From an optimization exercise on the open Yosys and OpenROAD flow, aimed at small area and few clock cycles per item; shortcuts taken in it are not production practice.
In this exercise RTL edits were held to simulation tests only and were not proved equivalent to the original.
The flow treats the clock pin as an ideal source, which a real chip does not have.

== main ==
Design waterfall_level_to_rgb_core, start of the top module:
module waterfall_level_to_rgb_core (
  input  wire logic                        clk,
  input  wire logic                        rst_n,
  input  wire logic                        in_valid,
  output logic                             in_ready,
  input  wire logic [wfc_pkg::LVL_W-1:0]   in_level,
  output logic                             out_valid,
  input  wire logic                        out_ready,
  output logic      [wfc_pkg::COL_W-1:0]   out_red,
  output logic      [wfc_pkg::COL_W-1:0]   out_green,
  output logic      [wfc_pkg::COL_W-1:0]   out_blue,
  input  wire logic                        psel,
  input  wire logic                        penable,
  input  wire logic                        pwrite,
  input  wire logic [wfc_pkg::APB_AW-1:0]  paddr,
  input  wire logic [wfc_pkg::APB_DW-1:0]  pwdata,
  output logic      [wfc_pkg::APB_DW-1:0]  prdata,
  output logic                             pready
);
Size: about 3,500 cells after synthesis, ~270 flip-flops, ~120 I/O pins, ~0.025 mm^2 of cells after synthesis.
make LEC_CHECK=0 ABC_AREA=1 CAP_MARGIN=20 CORE_MARGIN=2 CORE_UTILIZATION=40 CTS_CLUSTER_DIAMETER=80 CTS_CLUSTER_SIZE=25 SLEW_MARGIN=20 finish   # period 5.0 ns
run.sh (not shown) runs the stock make flow with config.mk's settings and CLKGATE_MAP_FILE= SYNTH_SCRIPT=/design/flow/synth_recipe.tcl, a recipe that flattens the netlist after the stock synthesis.
Testbench counts of main, summed over its fixed seeds: cycles 16,288, items 16,000.
### main -> the feature branch
- setting CTS_BUF_LIST to sky130_fd_sc_hd__clkbuf_8 for the first time
- removing CTS_CLUSTER_DIAMETER (formerly 80)
- removing CTS_CLUSTER_SIZE (formerly 25)
--- outcome ---
Against main, number of CTS-inserted buffers in the feature branch rose by more than 100%.
The feature branch — growth of design area from synthesis to finish 1.2 points lower, main as reference
The feature branch: buffering stage count on the worst path with inverters included 1 above main
Changes observed in the feature branch relative to main: non-clock buffer count in the final layout fell by about 7%, H-tree level count up 1.


The RTL this note starts from:
==> flow/design.v <==
`default_nettype none
package wfc_pkg;
  localparam int LVL_W  = 16;
  localparam int FRAC_W = 16;
  localparam int QUO_W  = FRAC_W + 1;
  localparam int COL_W  = 8;
  localparam int APB_DW = 32;
  localparam int APB_AW = 3;
endpackage
`default_nettype wire
`default_nettype none
module wfc_apb_regs (
  input  wire logic                             clk,
  input  wire logic                             rst_n,
  input  wire logic                             psel,
  input  wire logic                             penable,
  input  wire logic                             pwrite,
  input  wire logic [wfc_pkg::APB_AW-1:0]       paddr,
  input  wire logic [wfc_pkg::APB_DW-1:0]       pwdata,
  output logic      [wfc_pkg::APB_DW-1:0]       prdata,
  output logic                                  pready,
  output logic signed [wfc_pkg::LVL_W-1:0]      low_level,
  output logic signed [wfc_pkg::LVL_W-1:0]      high_level
);
  logic signed [15:0] low_r;
  logic signed [15:0] high_r;
  logic               wr_en;
  assign pready = 1'b1;
  assign wr_en  = psel & penable & pwrite;
  always_ff @(posedge clk) begin
    if (!rst_n) begin
      low_r  <= 16'sd480;
      high_r <= 16'sd1440;
    end else if (wr_en) begin
      if (paddr[2]) high_r <= pwdata[15:0];
      else          low_r  <= pwdata[15:0];
    end
  end
  logic [15:0] rd;
  assign rd     = paddr[2] ? high_r : low_r;
  assign prdata = {{16{rd[15]}}, rd};
  assign low_level  = low_r;
  assign high_level = high_r;
endmodule
`default_nettype wire
`default_nettype none
module wfc_divider #(
  parameter logic [14:0] REG_AFTER = 15'b101_0101_0101_0101
) (
  input  wire logic                             clk,
  input  wire logic                             rst_n,
  input  wire logic                             en,
  input  wire logic                             in_valid,
  input  wire logic signed [wfc_pkg::LVL_W-1:0] level,
  input  wire logic signed [wfc_pkg::LVL_W-1:0] low_level,
  input  wire logic signed [wfc_pkg::LVL_W-1:0] high_level,
  output logic                                  out_valid,
  output logic [3:0]                            out_seg,
  output logic [15:0]                           out_x
);
  logic [16:0] rng;
  logic [15:0] d_r;
  logic [15:0] dn_r;
  assign rng = {high_level[15], high_level} - {low_level[15], low_level};
  always_ff @(posedge clk) begin
    d_r  <= rng[15:0];
    dn_r <= ~rng[15:0];
  end
  logic [16:0] off;
  logic        below, above, eq, dz0, yellow, black;
  assign off    = {level[15], level} - {low_level[15], low_level};
  assign below  = level < low_level;
  assign above  = level > high_level;
  assign eq     = level == high_level;
  assign dz0    = low_level == high_level;
  assign yellow = ~below & above;
  assign black  = below | (~above & dz0);
  logic [15:0] rem_c [0:14];
  logic [14:0] quo_c [0:14];
  logic        vld_c [0:14];
  logic [15:0] rem_i [0:14];
  logic [14:0] quo_i [0:14];
  logic        vld_i [0:14];
  assign rem_c[0] = yellow ? 16'd1 : (black | eq) ? 16'd0 : off[15:0];
  assign quo_c[0] = {14'd0, yellow | (~black & eq)};
  assign vld_c[0] = in_valid;
  function automatic logic [16:0] div_step(input logic [15:0] rem, input logic [15:0] d);
    logic [16:0] t, dn, gg, pp, co;
    t  = {rem, 1'b0};
    dn = {1'b1, ~d};
    gg = {t[16:1] & dn[16:1], dn[0]};
    pp = {t[16:1] | dn[16:1], 1'b0};
    co[0] = gg[0];
    for (int i = 1; i < 17; i++) co[i] = gg[i] | (pp[i] & co[i-1]);
    div_step = {co[16], t[15:0] ^ ({16{co[16]}} & ~(d ^ {co[14:0], 1'b1}))};
  endfunction
  for (genvar r = 0; r <= 14; r++) begin : g_row
    if (r > 0) begin : g_step
      logic [16:0] s;
      assign s        = div_step(rem_i[r-1], (r > 8) ? ~dn_r : d_r);
      assign rem_c[r] = s[15:0];
      assign quo_c[r] = {quo_i[r-1][13:0], s[16]};
      assign vld_c[r] = vld_i[r-1];
    end
    if (REG_AFTER[r]) begin : g_reg
      logic [15:0] rem_q;
      logic [r:0]  quo_q;
      logic        vld_q;
      always_ff @(posedge clk) begin
        if (!rst_n)  vld_q <= 1'b0;
        else if (en) vld_q <= vld_c[r];
      end
      always_ff @(posedge clk) begin
        if (en) begin
          quo_q <= quo_c[r][r:0];
          rem_q <= rem_c[r];
        end
      end
      assign rem_i[r] = rem_q;
      if (r < 14) begin : g_pad
        assign quo_i[r] = {{(14-r){1'b0}}, quo_q};
      end else begin : g_full
        assign quo_i[r] = quo_q;
      end
      assign vld_i[r] = vld_q;
    end else begin : g_comb
      assign rem_i[r] = rem_c[r];
      assign quo_i[r] = quo_c[r];
      assign vld_i[r] = vld_c[r];
    end
  end
  logic [14:0] qh;
  logic [16:0] s15, s16;
  logic        q1, q0;
  logic [19:0] pa, pb, pc, pd, p;
  logic [3:0]  ip;
  logic [15:0] x;
  logic        ylw, blk;
  logic [3:0]  seg_q;
  logic [15:0] x_q;
  logic        vld_q;
  assign qh  = quo_i[14];
  assign s15 = div_step(rem_i[14], ~dn_r);
  assign q1  = s15[16];
  assign s16 = div_step(s15[15:0], ~dn_r);
  assign q0  = s16[16];
  assign pa  = {qh, 5'b00000} + {3'b000, qh, 2'b00};
  assign pb  = pa + 20'd18;
  assign pc  = q1 ? pb : pa;
  assign pd  = pc + 20'd9;
  assign p   = q0 ? pd : pc;
  assign ip  = p[19:16];
  assign ylw = qh[14] & ((qh[13:0] != 14'd0) | q1 | q0);
  assign blk = ~qh[14] & (d_r == 16'd0);
  always_comb begin
    case (ip)
      4'd0, 4'd1: x = {ip[0], p[15:1]};
      4'd5, 4'd6: x = {ip[1], p[15:1]};
      default:    x = p[15:0];
    endcase
  end
  always_ff @(posedge clk) begin
    if (!rst_n)  vld_q <= 1'b0;
    else if (en) vld_q <= vld_i[14];
  end
  always_ff @(posedge clk) begin
    if (en) begin
      seg_q <= ylw ? 4'd5 : blk ? 4'd0 : ip;
      x_q   <= (ylw | blk) ? 16'd0 : x;
    end
  end
  assign out_valid = vld_q;
  assign out_seg   = seg_q;
  assign out_x     = x_q;
endmodule
`default_nettype wire
`default_nettype none
module wfc_colormap (
  input  wire logic [3:0]                seg,
  input  wire logic [15:0]               x,
  output logic [wfc_pkg::COL_W-1:0]      red,
  output logic [wfc_pkg::COL_W-1:0]      green,
  output logic [wfc_pkg::COL_W-1:0]      blue
);
  logic [7:0] a, b, am, ap, up, dn, wr, wg;
  logic [6:0] w4;
  logic       c, nz;
  assign a  = x[15:8];
  assign b  = x[7:0];
  assign c  = a < b;
  assign nz = x != 16'd0;
  assign am = a - 8'd1;
  assign ap = a + 8'd1;
  assign up = (c | ~nz) ? a : am;
  assign dn = c ? ~ap : ~a;
  assign w4 = {1'b0, a[7:2]} + {6'd0, c | a[1] | a[0]};
  assign wr = ~{1'b0, w4};
  assign wg = {1'b0, up[7:1]};
  always_comb begin
    case (seg)
      4'd0, 4'd1: {red, green, blue} = {8'h00, 8'h00, up};
      4'd2:       {red, green, blue} = {8'h00, up, 8'hFF};
      4'd3:       {red, green, blue} = {8'h00, 8'hFF, dn};
      4'd4:       {red, green, blue} = {up, 8'hFF, 8'h00};
      4'd5, 4'd6: {red, green, blue} = {8'hFF, dn, 8'h00};
      4'd7:       {red, green, blue} = {8'hFF, 8'h00, up};
      4'd8:       {red, green, blue} = {wr, wg, 8'hFF};
      default:    {red, green, blue} = {8'd191, 8'd127, 8'hFF};
    endcase
  end
endmodule
`default_nettype wire
`default_nettype none
module waterfall_level_to_rgb_core (
  input  wire logic                        clk,
  input  wire logic                        rst_n,
  input  wire logic                        in_valid,
  output logic                             in_ready,
  input  wire logic [wfc_pkg::LVL_W-1:0]   in_level,
  output logic                             out_valid,
  input  wire logic                        out_ready,
  output logic      [wfc_pkg::COL_W-1:0]   out_red,
  output logic      [wfc_pkg::COL_W-1:0]   out_green,
  output logic      [wfc_pkg::COL_W-1:0]   out_blue,
  input  wire logic                        psel,
  input  wire logic                        penable,
  input  wire logic                        pwrite,
  input  wire logic [wfc_pkg::APB_AW-1:0]  paddr,
  input  wire logic [wfc_pkg::APB_DW-1:0]  pwdata,
  output logic      [wfc_pkg::APB_DW-1:0]  prdata,
  output logic                             pready
);
  logic signed [wfc_pkg::LVL_W-1:0] low_level;
  logic signed [wfc_pkg::LVL_W-1:0] high_level;
  logic                             pipe_en;
  logic [3:0]                       seg;
  logic [15:0]                      x;
  wfc_apb_regs u_regs (
    .clk        (clk),
    .rst_n      (rst_n),
    .psel       (psel),
    .penable    (penable),
    .pwrite     (pwrite),
    .paddr      (paddr),
    .pwdata     (pwdata),
    .prdata     (prdata),
    .pready     (pready),
    .low_level  (low_level),
    .high_level (high_level)
  );
  wfc_divider u_div (
    .clk        (clk),
    .rst_n      (rst_n),
    .en         (pipe_en),
    .in_valid   (in_valid),
    .level      (in_level),
    .low_level  (low_level),
    .high_level (high_level),
    .out_valid  (out_valid),
    .out_seg    (seg),
    .out_x      (x)
  );
  wfc_colormap u_cmap (
    .seg   (seg),
    .x     (x),
    .red   (out_red),
    .green (out_green),
    .blue  (out_blue)
  );
  assign pipe_en  = out_ready | ~out_valid;
  assign in_ready = pipe_en;
endmodule
`default_nettype wire
==> flow/config.mk <==
export PLATFORM = sky130hd
export DESIGN_NAME = waterfall_level_to_rgb_core
export DESIGN_NICKNAME = waterfall_level_to_rgb_core
export VERILOG_FILES = /design/flow/design.v
export SDC_FILE = /design/flow/constraint.sdc
export NUM_CORES = 4
export LEC_CHECK = 0
export ABC_AREA = 1
export CAP_MARGIN = 20
export CORE_MARGIN = 2
export CORE_UTILIZATION = 40
export SLEW_MARGIN = 20
==> flow/constraint.sdc <==
create_clock -name core_clock -period 5.0 [get_ports {clk}]
set_input_delay 1.0000 -clock core_clock [delete_from_list [all_inputs] [get_ports {clk}]]
set_output_delay 1.0000 -clock core_clock [all_outputs]
set_load 0.01 [all_outputs]
standard.sh (not shown) runs the stock make flow with config.mk's settings and CLKGATE_MAP_FILE= SYNTH_SCRIPT=/design/flow/synth_recipe.tcl, a recipe that flattens the netlist after the stock synthesis.
==> flow/flow/run.sh <==
#!/bin/bash
# Standard layout, with the port buffers made from the smallest buffer cell
# instead of the default clkdlybuf4s50_1, no gate cloning in timing repair, and
# power recovery (downsizing gates on paths with positive slack) after global
# routing. Everything else is the standard flow (standard synthesis
# included). The make output goes to a log here; ORFS keeps each step's log.
set -euo pipefail
export BUFFER_PORTS_ARGS="-buffer_cell sky130_fd_sc_hd__buf_1"
export SKIP_GATE_CLONING=1
export RECOVER_POWER=100
bash standard.sh > flow_make.log 2>&1
Testbench counts at the start, summed over its fixed seeds: cycles 16,288, items 16,000.
Change:
==> flow/run.sh (new file) <==
#!/bin/bash
# synth_recipe.tcl (not shown) runs the flow's synth.tcl, then flattens the netlist and writes it again
# the make line also repeats each setting of config.mk as NAME=value (left out here)
make -C /OpenROAD-flow-scripts/flow DESIGN_CONFIG=/design/flow/config.mk WORK_HOME=/design/flow/orfs CLKGATE_MAP_FILE= SYNTH_SCRIPT=/design/flow/synth_recipe.tcl finish
Settings changed: GPL_ROUTABILITY_DRIVEN from default to 0.
removed: flow/flow/run.sh
removed: flow/standard.sh
The new run went through all stages and came out clean.
Synthesized area does not change.
Design area increases by 4.1%.
Wire length is higher by 4.5%.
Change:
==> flow/flow/run.sh (new file) <==
#!/bin/bash
# Standard layout, with the port buffers made from the smallest buffer cell
# instead of the default clkdlybuf4s50_1, smaller clock-tree buffers after CTS
# at the leaves (flow/post_cts.tcl), no gate cloning in timing repair, and power recovery
# (downsizing gates on paths with positive slack) after global routing.
# Everything else is the standard flow (standard synthesis included). The
# make output goes to a log here; ORFS keeps each step's log.
set -euo pipefail
export BUFFER_PORTS_ARGS="-buffer_cell sky130_fd_sc_hd__buf_1"
export SKIP_GATE_CLONING=1
export RECOVER_POWER=100
export POST_CTS_TCL="$PWD/flow/post_cts.tcl"
bash standard.sh > flow_make.log 2>&1
==> flow/flow/post_cts.tcl (new file) <==
set n 0
foreach inst [get_cells clkbuf_leaf_* -filter "ref_name == sky130_fd_sc_hd__clkbuf_16"] {
  replace_cell $inst sky130_fd_sc_hd__clkbuf_8
  incr n
}
foreach inst [get_cells clkload* -filter "ref_name == sky130_fd_sc_hd__clkbuf_16"] {
  replace_cell $inst sky130_fd_sc_hd__clkbuf_1
  incr n
}
foreach inst [get_cells clkload* -filter "ref_name == sky130_fd_sc_hd__clkbuf_8"] {
  replace_cell $inst sky130_fd_sc_hd__clkbuf_1
  incr n
}
puts "post_cts: resized $n clock tree cells"
estimate_parasitics -placement
report_clock_skew
report_worst_slack -max
report_worst_slack -min
==> flow/standard.sh (new file) <==
#!/bin/bash
# synth_recipe.tcl (not shown) runs the flow's synth.tcl, then flattens the netlist and writes it again
# the make line also repeats each setting of config.mk as NAME=value (left out here)
make -C /OpenROAD-flow-scripts/flow DESIGN_CONFIG=/design/flow/config.mk WORK_HOME=/design/flow/orfs CLKGATE_MAP_FILE= SYNTH_SCRIPT=/design/flow/synth_recipe.tcl "${@:-finish}"
Settings changed: GPL_ROUTABILITY_DRIVEN 0 to default.
removed: flow/run.sh
Outcome: The changed run went through all stages and came out clean; clock skew is higher by 0.0034 ns; synthesized area is unchanged; non-clock buffer count is lower by 10.
Change:
==> flow/run.sh (new file) <==
#!/bin/bash
# synth_recipe.tcl (not shown) runs the flow's synth.tcl, then flattens the netlist and writes it again
# the make line also repeats each setting of config.mk as NAME=value (left out here)
make -C /OpenROAD-flow-scripts/flow DESIGN_CONFIG=/design/flow/config.mk WORK_HOME=/design/flow/orfs CLKGATE_MAP_FILE= SYNTH_SCRIPT=/design/flow/synth_recipe.tcl finish
removed: flow/flow/run.sh
removed: flow/flow/post_cts.tcl
removed: flow/standard.sh
Outcome:
- worst setup slack degrades by 0.11 ns
- wire length is higher by 4.9%
- clock-buffer cell count goes down by 3
- via count rose by 1.8%
- fmax drops by 2.2%
- final cell count increases by 0.48%
- area after synthesis is unchanged

## separate check: timing with driven ports
The flow's constraints put no driver on any port. The routed layouts listed below were extracted and timed again, unchanged, in two steps.
Step 1, drivers: a clkbuf_16 drives clk and a buf_2 each remaining input, both assumed.
Step 2 times the ports against the registers' clock, not the clock port: input delays grow and output delays shrink by t, the midpoint of the rising clock arrivals with the driver on.
a / b / c = ideal ports / drivers / drivers and shift; a / b = the first two.
| run | t, ns | setup slack, ns | latest minus earliest clock arrival (ns) | slew at the worst register clock pin (ns) |
|---|---|---|---|---|
| main | 0.639 | 0.191 / 0.189 / -0.122 | 0.036 / 0.035 | 0.09 / 0.09 |
| the feature branch | 0.710 | 0.130 / 0.130 / -0.137 | 0.052 / 0.052 | 0.07 / 0.07 |
| the first run of note 2 | 0.605 | 0.336 / 0.336 / 0.336 | 0.020 / 0.019 | 0.06 / 0.06 |
| the second run of note 2 | 0.604 | 0.265 / 0.208 / 0.185 | 0.018 / 0.018 | 0.06 / 0.06 |
| the third run of note 2 | 0.583 | 0.371 / 0.371 / 0.371 | 0.024 / 0.025 | 0.08 / 0.08 |
| the fourth run of note 2 | 0.604 | 0.265 / 0.208 / 0.185 | 0.018 / 0.018 | 0.06 / 0.06 |
With both steps, setup timing fails in main and the feature branch, where it was met with ideal ports. For main, which loses most, drivers alone change the setup slack by -0.002 ns; drivers and shift together by -0.313 ns.
